From an optimization exercise on the open Yosys and OpenROAD flow, aimed at small area, a short achievable clock period and few clock cycles; shortcuts taken in it are not production practice.
Only simulation tests tie the RTL to the original design; equivalence was not proved.

==> inputs of run D <==
==> flow/design.v <==
`default_nettype none
`timescale 1ns/100ps
package l2_cache_pkg;
	typedef logic [256-1:0] line_t;
	typedef logic [24-1:0] tag_t;
	typedef logic [3-1:0] index_t;
	typedef struct packed {
		logic valid;
		logic dirty;  
		tag_t tag;
	} meta_t;
	typedef enum logic [1:0] {
		check_tag,
		write_back,
		allocate
	} ctrl_state_t;
endpackage
`default_nettype wire
`timescale 1ns/100ps
`default_nettype none
module l2_cache
(
	input logic clk,
	input logic rst_n,
	input logic [32-1:0] mem_addr,
	input logic mem_read,
	input logic mem_write,
	input l2_cache_pkg::line_t mem_wdata,
	output l2_cache_pkg::line_t mem_rdata,
	output logic mem_resp,
	output logic [32-1:0] pmem_addr,
	output logic pmem_read,
	output logic pmem_write,
	output l2_cache_pkg::line_t pmem_wdata,
	input l2_cache_pkg::line_t pmem_rdata,
	input logic pmem_resp
);
	localparam int NL = 2 * 8;  
	localparam int PW = 4;  
	typedef enum logic [2:0] {
		S_IDLE,  
		S_FIX,  
		S_WB,  
		S_RD,  
		S_RESP  
	} state_t;
	state_t state;
	logic [NL-1:0][256-1:0] data;
	logic [NL-1:0][24-1:0] tags;
	logic [NL-1:0] valid;
	logic [NL-1:0] dirty;
	logic [8-1:0] lru;  
	logic [3-1:0] sel_set;  
	logic sel_way;
	logic wr_r;  
	logic hit_r;  
	logic fill_r;  
	logic [32-6:0] paddr;  
	l2_cache_pkg::line_t line_r;  
	l2_cache_pkg::line_t line_mux;
	l2_cache_pkg::tag_t tag;
	l2_cache_pkg::index_t set;
	logic request;
	logic [8-1:0] set_dec;
	logic [NL-1:0] match;
	logic [NL-1:0] pmatch;
	logic hit0, hit1, hit;
	logic pm0, pm1;
	logic victim;
	logic victim_dirty;
	logic way;  
	logic pick;  
	logic pick_ok;
	logic [8-1:0] set_vdirty;  
	logic [8-1:0][24-1:0] set_paddr;  
	logic [24-1:0] first_tag;
	logic busy;  
	logic free;  
	logic issue;  
	logic [NL-1:0] line_sel;
	logic write_line;
	l2_cache_pkg::line_t wdata;
	l2_cache_pkg::line_t way_line0;
	l2_cache_pkg::line_t way_line1;
	logic pick0, pick1;
	assign tag = mem_addr[32-1 -: 24];
	assign set = mem_addr[5 +: 3];
	assign request = mem_read || mem_write;
	always_comb
	begin
		for (int j = 0; j < 8; j++)
			set_dec[j] = (set == j);
		for (int i = 0; i < NL; i++)
		begin
			match[i] = valid[i] && (tags[i] == tag);
			pmatch[i] = valid[i] && (tags[i][PW-1:0] == tag[PW-1:0]);
		end
		hit0 = 1'b0;
		hit1 = 1'b0;
		pm0 = 1'b0;
		pm1 = 1'b0;
		victim = 1'b0;
		victim_dirty = 1'b0;
		first_tag = '0;
		for (int j = 0; j < 8; j++)
		begin
			hit0 = hit0 | (match[j] && set_dec[j]);
			hit1 = hit1 | (match[8 + j] && set_dec[j]);
			pm0 = pm0 | (pmatch[j] && set_dec[j]);
			pm1 = pm1 | (pmatch[8 + j] && set_dec[j]);
			victim = victim | (lru[j] && set_dec[j]);
			victim_dirty = victim_dirty | (set_vdirty[j] && set_dec[j]);
			first_tag = first_tag | (set_paddr[j] & {24{set_dec[j]}});
		end
	end
	always_comb
	begin
		for (int j = 0; j < 8; j++)
		begin
			set_vdirty[j] = lru[j] ? (valid[8 + j] && dirty[8 + j])
				: (valid[j] && dirty[j]);
			set_paddr[j] = !set_vdirty[j] ? tag : (lru[j] ? tags[8 + j] : tags[j]);
		end
	end
	assign hit = hit0 || hit1;
	assign way = hit ? hit1 : victim;
	assign pick = (pm0 != pm1) ? pm1 : (pm0 ? !victim : victim);
	assign pick_ok = (pick == way);
	assign busy = pmem_read || pmem_write;
	assign free = !busy || pmem_resp;
	assign issue = (state == S_IDLE) && request && !hit && free;
	always_ff @(posedge clk or negedge rst_n)
	begin
		if (!rst_n)
		begin
			state <= S_IDLE;
			mem_resp <= 1'b0;
			pmem_read <= 1'b0;
			pmem_write <= 1'b0;
		end
		else
		begin
			if (pmem_resp)
			begin
				pmem_read <= 1'b0;
				pmem_write <= 1'b0;
			end
			mem_resp <= 1'b0;
			case (state)
				S_IDLE:
				begin
					if (request && hit)
					begin
						if (pick_ok || mem_write)
						begin
							state <= S_RESP;
							mem_resp <= 1'b1;
						end
						else
							state <= S_FIX;
					end
					else if (issue)
					begin
						if (victim_dirty)
						begin
							if (pick_ok)
							begin
								pmem_write <= 1'b1;
								pmem_read <= 1'b0;
								state <= S_WB;
							end
							else
								state <= S_FIX;
						end
						else
						begin
							pmem_read <= 1'b1;
							pmem_write <= 1'b0;
							state <= mem_write ? S_RESP : S_RD;
							mem_resp <= mem_write;
						end
					end
				end
				S_FIX:
				begin
					if (hit_r)
					begin
						state <= S_RESP;
						mem_resp <= 1'b1;
					end
					else
					begin
						pmem_write <= 1'b1;
						state <= S_WB;
					end
				end
				S_WB:
				begin
					if (pmem_resp)
					begin
						pmem_read <= 1'b1;
						state <= mem_write ? S_RESP : S_RD;
						mem_resp <= mem_write;
					end
				end
				S_RD:
				begin
					if (pmem_resp)
					begin
						state <= S_RESP;
						mem_resp <= 1'b1;
					end
				end
				default:
				begin
					state <= S_IDLE;
				end
			endcase
		end
	end
	always_ff @(posedge clk)
	begin
		if (state == S_IDLE)
		begin
			sel_set <= set;
			sel_way <= way;
			wr_r <= mem_write;
			hit_r <= hit;
		end
		fill_r <= (state == S_RD);
		line_r <= line_mux;
		if ((state == S_IDLE && free) || (state == S_WB && pmem_resp))
			paddr <= {(state == S_IDLE) ? first_tag : tag, set};
	end
	assign pmem_addr = {paddr, {5{1'b0}}};
	always_comb
	begin
		way_line0 = '0;
		way_line1 = '0;
		for (int j = 0; j < 8; j++)
		begin
			way_line0 = way_line0 | (data[j] & {256{set_dec[j]}});
			way_line1 = way_line1 | (data[8 + j] & {256{set_dec[j]}});
		end
		pick1 = (state == S_IDLE) ? pick
			: ((state == S_FIX || state == S_WB) && sel_way);
		pick0 = (state == S_IDLE) ? !pick
			: ((state == S_FIX || state == S_WB) && !sel_way);
		line_mux = (way_line0 & {256{pick0}})
			| (way_line1 & {256{pick1}})
			| (pmem_rdata & {256{state == S_RD}});
	end
	always_comb
	begin
		for (int i = 0; i < NL; i++)
			line_sel[i] = (sel_set == (i % 8)) && (sel_way == (i / 8));
	end
	assign write_line = (state == S_RESP) && (wr_r || fill_r);
	assign wdata = wr_r ? mem_wdata : line_r;
	for (genvar i = 0; i < NL; i++)
	begin : g_line
		always_ff @(posedge clk)
		begin
			if (write_line && line_sel[i])
			begin
				data[i] <= wdata;
				tags[i] <= tag;
				dirty[i] <= wr_r;
			end
		end
		always_ff @(posedge clk or negedge rst_n)
		begin
			if (!rst_n)
				valid[i] <= 1'b0;
			else if (write_line && line_sel[i])
				valid[i] <= 1'b1;
		end
	end
	always_ff @(posedge clk or negedge rst_n)
	begin
		if (!rst_n)
			lru <= '0;
		else if (state == S_RESP)
			lru[sel_set] <= !sel_way;  
	end
	assign mem_rdata = line_r;
	assign pmem_wdata = line_r;
endmodule
`default_nettype wire
==> flow/flow/run.sh <==
#!/bin/bash
set -euo pipefail
bash standard.sh \
	SETUP_SLACK_MARGIN=6.5 \
	'BUFFER_PORTS_ARGS=-buffer_cell sky130_fd_sc_hd__buf_4' \
	finish > flow_make.log 2>&1
==> flow/standard.sh <==
#!/bin/bash
# synth_recipe.tcl (not shown) runs the flow's synth.tcl, then flattens the netlist and writes it again
# the make line also repeats each setting of config.mk as NAME=value (left out here)
make -C /OpenROAD-flow-scripts/flow DESIGN_CONFIG=/design/flow/config.mk WORK_HOME=/design/flow/orfs CLKGATE_MAP_FILE= SYNTH_SCRIPT=/design/flow/synth_recipe.tcl "${@:-finish}"
==> flow/config.mk <==
export PLATFORM = sky130hd
export DESIGN_NAME = l2_cache
export DESIGN_NICKNAME = l2_cache
export VERILOG_FILES = /design/flow/design.v
export SDC_FILE = /design/flow/constraint.sdc
export NUM_CORES = 4
export LEC_CHECK = 0
export CAP_MARGIN = 20
export CORE_MARGIN = 2
export CORE_UTILIZATION = 40
export SETUP_SLACK_MARGIN = 5
export SLEW_MARGIN = 20
export TNS_END_PERCENT = 10
==> flow/constraint.sdc <==
create_clock -name core_clock -period 10.0 [get_ports {clk}]
set_input_delay 2.0000 -clock core_clock [delete_from_list [all_inputs] [get_ports {clk}]]
set_output_delay 2.0000 -clock core_clock [all_outputs]
set_load 0.01 [all_outputs]
==> run A (differences from run D) <==
==> flow/design.v, changed modules only <==
module l2_cache
(
	input logic clk,
	input logic rst_n,
	input logic [32-1:0] mem_addr,
	input logic mem_read,
	input logic mem_write,
	input l2_cache_pkg::line_t mem_wdata,
	output l2_cache_pkg::line_t mem_rdata,
	output logic mem_resp,
	output logic [32-1:0] pmem_addr,
	output logic pmem_read,
	output logic pmem_write,
	output l2_cache_pkg::line_t pmem_wdata,
	input l2_cache_pkg::line_t pmem_rdata,
	input logic pmem_resp
);
	localparam int NL = 2 * 8;  
	localparam int PW = 4;  
	logic s_idle;  
	logic s_fix;  
	logic s_wb;  
	logic s_rd;  
	logic s_resp;  
	logic [NL-1:0][256-1:0] data;
	logic [NL-1:0][24-1:0] tags;
	logic [NL-1:0] valid;
	logic [NL-1:0] dirty;
	logic [8-1:0] lru;  
	logic [3-1:0] sel_set;  
	logic sel_way;
	logic wr_r;  
	logic hit_r;  
	logic we_r;  
	logic [32-6:0] paddr;  
	l2_cache_pkg::line_t line_r;  
	l2_cache_pkg::line_t line_mux;
	l2_cache_pkg::tag_t tag;
	l2_cache_pkg::index_t set;
	logic request;
	logic [8-1:0] set_dec;
	logic [NL-1:0] match;
	logic [NL-1:0] pmatch;
	logic hit0, hit1, hit;
	logic pm0, pm1;
	logic victim;
	logic victim_dirty;
	logic way;  
	logic pick;  
	logic pick_ok;
	logic [8-1:0] set_vdirty;  
	logic [8-1:0][24-1:0] set_paddr;  
	logic [24-1:0] first_tag;
	logic busy;  
	logic free;  
	logic issue;  
	logic [NL-1:0] line_sel;
	logic write_line;
	l2_cache_pkg::line_t wdata;
	l2_cache_pkg::line_t way_line0;
	l2_cache_pkg::line_t way_line1;
	logic pick0, pick1;
	assign tag = mem_addr[32-1 -: 24];
	assign set = mem_addr[5 +: 3];
	assign request = mem_read || mem_write;
	always_comb
	begin
		for (int j = 0; j < 8; j++)
			set_dec[j] = (set == j);
		for (int i = 0; i < NL; i++)
		begin
			match[i] = valid[i] && (tags[i] == tag);
			pmatch[i] = valid[i] && (tags[i][PW-1:0] == tag[PW-1:0]);
		end
		hit0 = 1'b0;
		hit1 = 1'b0;
		pm0 = 1'b0;
		pm1 = 1'b0;
		victim = 1'b0;
		victim_dirty = 1'b0;
		first_tag = '0;
		for (int j = 0; j < 8; j++)
		begin
			hit0 = hit0 | (match[j] && set_dec[j]);
			hit1 = hit1 | (match[8 + j] && set_dec[j]);
			pm0 = pm0 | (pmatch[j] && set_dec[j]);
			pm1 = pm1 | (pmatch[8 + j] && set_dec[j]);
			victim = victim | (lru[j] && set_dec[j]);
			victim_dirty = victim_dirty | (set_vdirty[j] && set_dec[j]);
			first_tag = first_tag | (set_paddr[j] & {24{set_dec[j]}});
		end
	end
	always_comb
	begin
		for (int j = 0; j < 8; j++)
		begin
			set_vdirty[j] = lru[j] ? (valid[8 + j] && dirty[8 + j])
				: (valid[j] && dirty[j]);
			set_paddr[j] = !set_vdirty[j] ? tag : (lru[j] ? tags[8 + j] : tags[j]);
		end
	end
	assign hit = hit0 || hit1;
	assign way = hit ? hit1 : victim;
	assign pick = (pm0 != pm1) ? pm1 : (pm0 ? !victim : victim);
	assign pick_ok = (pick == way);
	logic go_resp;
	assign go_resp = (s_idle && request && (hit ? (pick_ok || mem_write)
			: (free && !victim_dirty && mem_write)))
		|| (s_fix && hit_r)
		|| (s_wb && pmem_resp && mem_write)
		|| (s_rd && pmem_resp);
	assign busy = pmem_read || pmem_write;
	assign free = !busy || pmem_resp;
	assign issue = s_idle && request && !hit && free;
	always_ff @(posedge clk or negedge rst_n)
	begin
		if (!rst_n)
		begin
			s_idle <= 1'b1;
			s_fix <= 1'b0;
			s_wb <= 1'b0;
			s_rd <= 1'b0;
			s_resp <= 1'b0;
			mem_resp <= 1'b0;
			pmem_read <= 1'b0;
			pmem_write <= 1'b0;
			we_r <= 1'b0;
		end
		else
		begin
			s_resp <= go_resp;
			mem_resp <= go_resp;
			we_r <= go_resp && (mem_write || s_rd);
			s_fix <= s_idle && request && !pick_ok
				&& (hit ? !mem_write : (free && victim_dirty));
			s_wb <= (issue && victim_dirty && pick_ok) || (s_fix && !hit_r)
				|| (s_wb && !pmem_resp);
			s_rd <= (issue && !victim_dirty && !mem_write)
				|| (s_wb && pmem_resp && !mem_write) || (s_rd && !pmem_resp);
			s_idle <= s_resp || (s_idle && !(request && (hit || free)));
			pmem_write <= (issue && victim_dirty && pick_ok) || (s_fix && !hit_r)
				|| (pmem_write && !pmem_resp);
			pmem_read <= (issue && !victim_dirty) || (s_wb && pmem_resp)
				|| (pmem_read && !pmem_resp);
		end
	end
	always_ff @(posedge clk)
	begin
		if (s_idle)
		begin
			sel_set <= set;
			sel_way <= way;
			wr_r <= mem_write;
			hit_r <= hit;
		end
		line_r <= line_mux;
		if ((s_idle && free) || (s_wb && pmem_resp))
			paddr <= {s_idle ? first_tag : tag, set};
	end
	assign pmem_addr = {paddr, {5{1'b0}}};
	always_comb
	begin
		way_line0 = '0;
		way_line1 = '0;
		for (int j = 0; j < 8; j++)
		begin
			way_line0 = way_line0 | (data[j] & {256{set_dec[j]}});
			way_line1 = way_line1 | (data[8 + j] & {256{set_dec[j]}});
		end
		pick1 = (s_idle && pick) || ((s_fix || s_wb) && sel_way);
		pick0 = (s_idle && !pick) || ((s_fix || s_wb) && !sel_way);
		line_mux = (way_line0 & {256{pick0}})
			| (way_line1 & {256{pick1}})
			| (pmem_rdata & {256{s_rd}});
	end
	always_comb
	begin
		for (int i = 0; i < NL; i++)
			line_sel[i] = (sel_set == (i % 8)) && (sel_way == (i / 8));
	end
	assign write_line = we_r;
	assign wdata = wr_r ? mem_wdata : line_r;
	for (genvar i = 0; i < NL; i++)
	begin : g_line
		always_ff @(posedge clk)
		begin
			if (write_line && line_sel[i])
			begin
				data[i] <= wdata;
				tags[i] <= tag;
				dirty[i] <= wr_r;
			end
		end
		always_ff @(posedge clk or negedge rst_n)
		begin
			if (!rst_n)
				valid[i] <= 1'b0;
			else if (write_line && line_sel[i])
				valid[i] <= 1'b1;
		end
	end
	always_ff @(posedge clk or negedge rst_n)
	begin
		if (!rst_n)
			lru <= '0;
		else if (s_resp)
			lru[sel_set] <= !sel_way;  
	end
	assign mem_rdata = line_r;
	assign pmem_wdata = line_r;
endmodule
--- a/flow/config.mk
+++ b/flow/config.mk
@@ -8,6 +8,8 @@
 export CAP_MARGIN = 20
 export CORE_MARGIN = 2
 export CORE_UTILIZATION = 40
+export CTS_CLUSTER_DIAMETER = 110
+export CTS_CLUSTER_SIZE = 24
 export SETUP_SLACK_MARGIN = 5
 export SLEW_MARGIN = 20
 export TNS_END_PERCENT = 10
==> run Y (differences from run D) <==
--- a/flow/design.v
+++ b/flow/design.v
@@ -54,7 +54,7 @@
 	logic sel_way;
 	logic wr_r;  
 	logic hit_r;  
-	logic fill_r;  
+	logic we_r;  
 	logic [32-6:0] paddr;  
 	l2_cache_pkg::line_t line_r;  
 	l2_cache_pkg::line_t line_mux;
@@ -126,6 +126,18 @@
 	assign way = hit ? hit1 : victim;
 	assign pick = (pm0 != pm1) ? pm1 : (pm0 ? !victim : victim);
 	assign pick_ok = (pick == way);
+	logic go_resp;
+	always_comb
+	begin
+		case (state)
+			S_IDLE: go_resp = request && (hit ? (pick_ok || mem_write)
+				: (free && !victim_dirty && mem_write));
+			S_FIX: go_resp = hit_r;
+			S_WB: go_resp = pmem_resp && mem_write;
+			S_RD: go_resp = pmem_resp;
+			default: go_resp = 1'b0;
+		endcase
+	end
 	assign busy = pmem_read || pmem_write;
 	assign free = !busy || pmem_resp;
 	assign issue = (state == S_IDLE) && request && !hit && free;
@@ -137,9 +149,11 @@
 			mem_resp <= 1'b0;
 			pmem_read <= 1'b0;
 			pmem_write <= 1'b0;
+			we_r <= 1'b0;
 		end
 		else
 		begin
+			we_r <= go_resp && (mem_write || state == S_RD);
 			if (pmem_resp)
 			begin
 				pmem_read <= 1'b0;
@@ -227,7 +241,6 @@
 			wr_r <= mem_write;
 			hit_r <= hit;
 		end
-		fill_r <= (state == S_RD);
 		line_r <= line_mux;
 		if ((state == S_IDLE && free) || (state == S_WB && pmem_resp))
 			paddr <= {(state == S_IDLE) ? first_tag : tag, set};
@@ -255,7 +268,7 @@
 		for (int i = 0; i < NL; i++)
 			line_sel[i] = (sel_set == (i % 8)) && (sel_way == (i / 8));
 	end
-	assign write_line = (state == S_RESP) && (wr_r || fill_r);
+	assign write_line = we_r;
 	assign wdata = wr_r ? mem_wdata : line_r;
 	for (genvar i = 0; i < NL; i++)
 	begin : g_line
--- a/flow/config.mk
+++ b/flow/config.mk
@@ -8,6 +8,8 @@
 export CAP_MARGIN = 20
 export CORE_MARGIN = 2
 export CORE_UTILIZATION = 40
+export CTS_CLUSTER_DIAMETER = 150
+export CTS_CLUSTER_SIZE = 30
 export SETUP_SLACK_MARGIN = 5
 export SLEW_MARGIN = 20
 export TNS_END_PERCENT = 10
==> flow_summary.toml <==
[final_layout]
multi_input_area_share_pct = 17.7

[critical_path]
cp_num_buf_inv = 5
crit_path_max_fanout = 14

[synth]
synth-compound-area-share_pct = 12.3
synth_seq_cells = 4816

[die]
core_um2 = 453000

[detailed_routing]
vias = 107681

[timing]
worstMarginPinSlew_ps = 1240

[clock_network]
cts_resized = 296

[status]
outcome = "complete, no violations"

[place]
numPlacedInstances = 16718
That was run Y.
==> flow_summary.toml <==
[detailed_routing]
drcViolationCount = 0
vias = 110762

[timing]
worstMarginPinSlew_ps = 1230

[critical_path]
path_cells = "buf_16, nor3b_4, buf_16, buf_12, nand2_4, nor3_2, a311oi_2, a21oi_2, o31ai_4, buf_6, a21oi_4, buf_12, buf_12, buf_12, buf_12, buf_16, a221o_1"
cp.depth = 17
cp_num_buf_inv = 9
crit_top_cell = "buf_12"
cp.arrival_ps = 4830

[place]
numPlacedInstances = 16677

[status]
outcome = "complete, no violations"

[synth]
synth_top_area_share_pct = 74.5
synth_cell_types = 66
synth_seq_cells = 4816
synthTopCellsByArea = "edfxtp_1, a22oi_1, dfxtp_1, a22o_1, a221oi_1"
synth-compound-area-share_pct = 12.6

[die]
start_util_pct = 40.1

[clock_network]
cts_resized = 579

[final_layout]
multi_input_area_share_pct = 17.3

[pwr]
swShare_pct = 29.5
That was run D.
==> flow_summary.toml <==
[timing]
rsz0062_at_grt = "true"
worstMarginPinSlew_ps = 1170

[synth]
synth_seq_cells = 4817
synth-compound-area-share_pct = 12.3
synth_simple_gate_area_share_pct = 2.22
synthCells = 10368

[final_layout]
largest_register_ffs = 4096
bufAreaShareNonClock_pct = 7.17
multi_input_area_share_pct = 17.6

[critical_path]
cp_num_buf_inv = 1
cp.arrival_ps = 4700
crit_path_max_fanout = 24
r2r-end = "data[198]$_DFFE_PP_"

[clock_network]
ctsHoldBuffers = 0
cts_resized = 486

[status]
outcome = "complete, no violations"

[die]
core_um2 = 452000
That was run A.
Testbench counts of run D, summed over its fixed seeds: cycles 31,122.
Testbench counts of run A, summed over its fixed seeds: cycles 31,122.
Testbench counts of run Y, summed over its fixed seeds: cycles 31,122.

what the ideal ports hide:
The results above use ideal ports. As a check the final layouts listed here were re-extracted and re-timed, cells and wires unchanged. Step 1 assumes that a clkbuf_16 drives the clock port and a buf_2 every other input. Step 2 moves the port delays by t, midway between the first and last clock arrival at a register: inputs arrive t later, outputs are due t later. That takes back most of the time a late clock gives input paths. Slacks: ideal / step 1 / step 2; pairs: ideal / step 1.
run | t, ns | setup WS [ns] | hold slack, ns
run D | 1.126 | 6.062 / 5.926 / 4.800 | 0.499 / 0.499 / 0.499
run A | 1.046 | 5.917 / 5.742 / 4.695 | 0.514 / 0.514 / 0.514
run Y | 1.071 | 5.923 / 5.778 / 4.707 | 0.508 / 0.508 / 0.508
After both steps every run listed still meets setup and hold. The setup slack of run D, which loses most, moves by -0.136 ns with the drivers and by -1.262 ns with both steps.
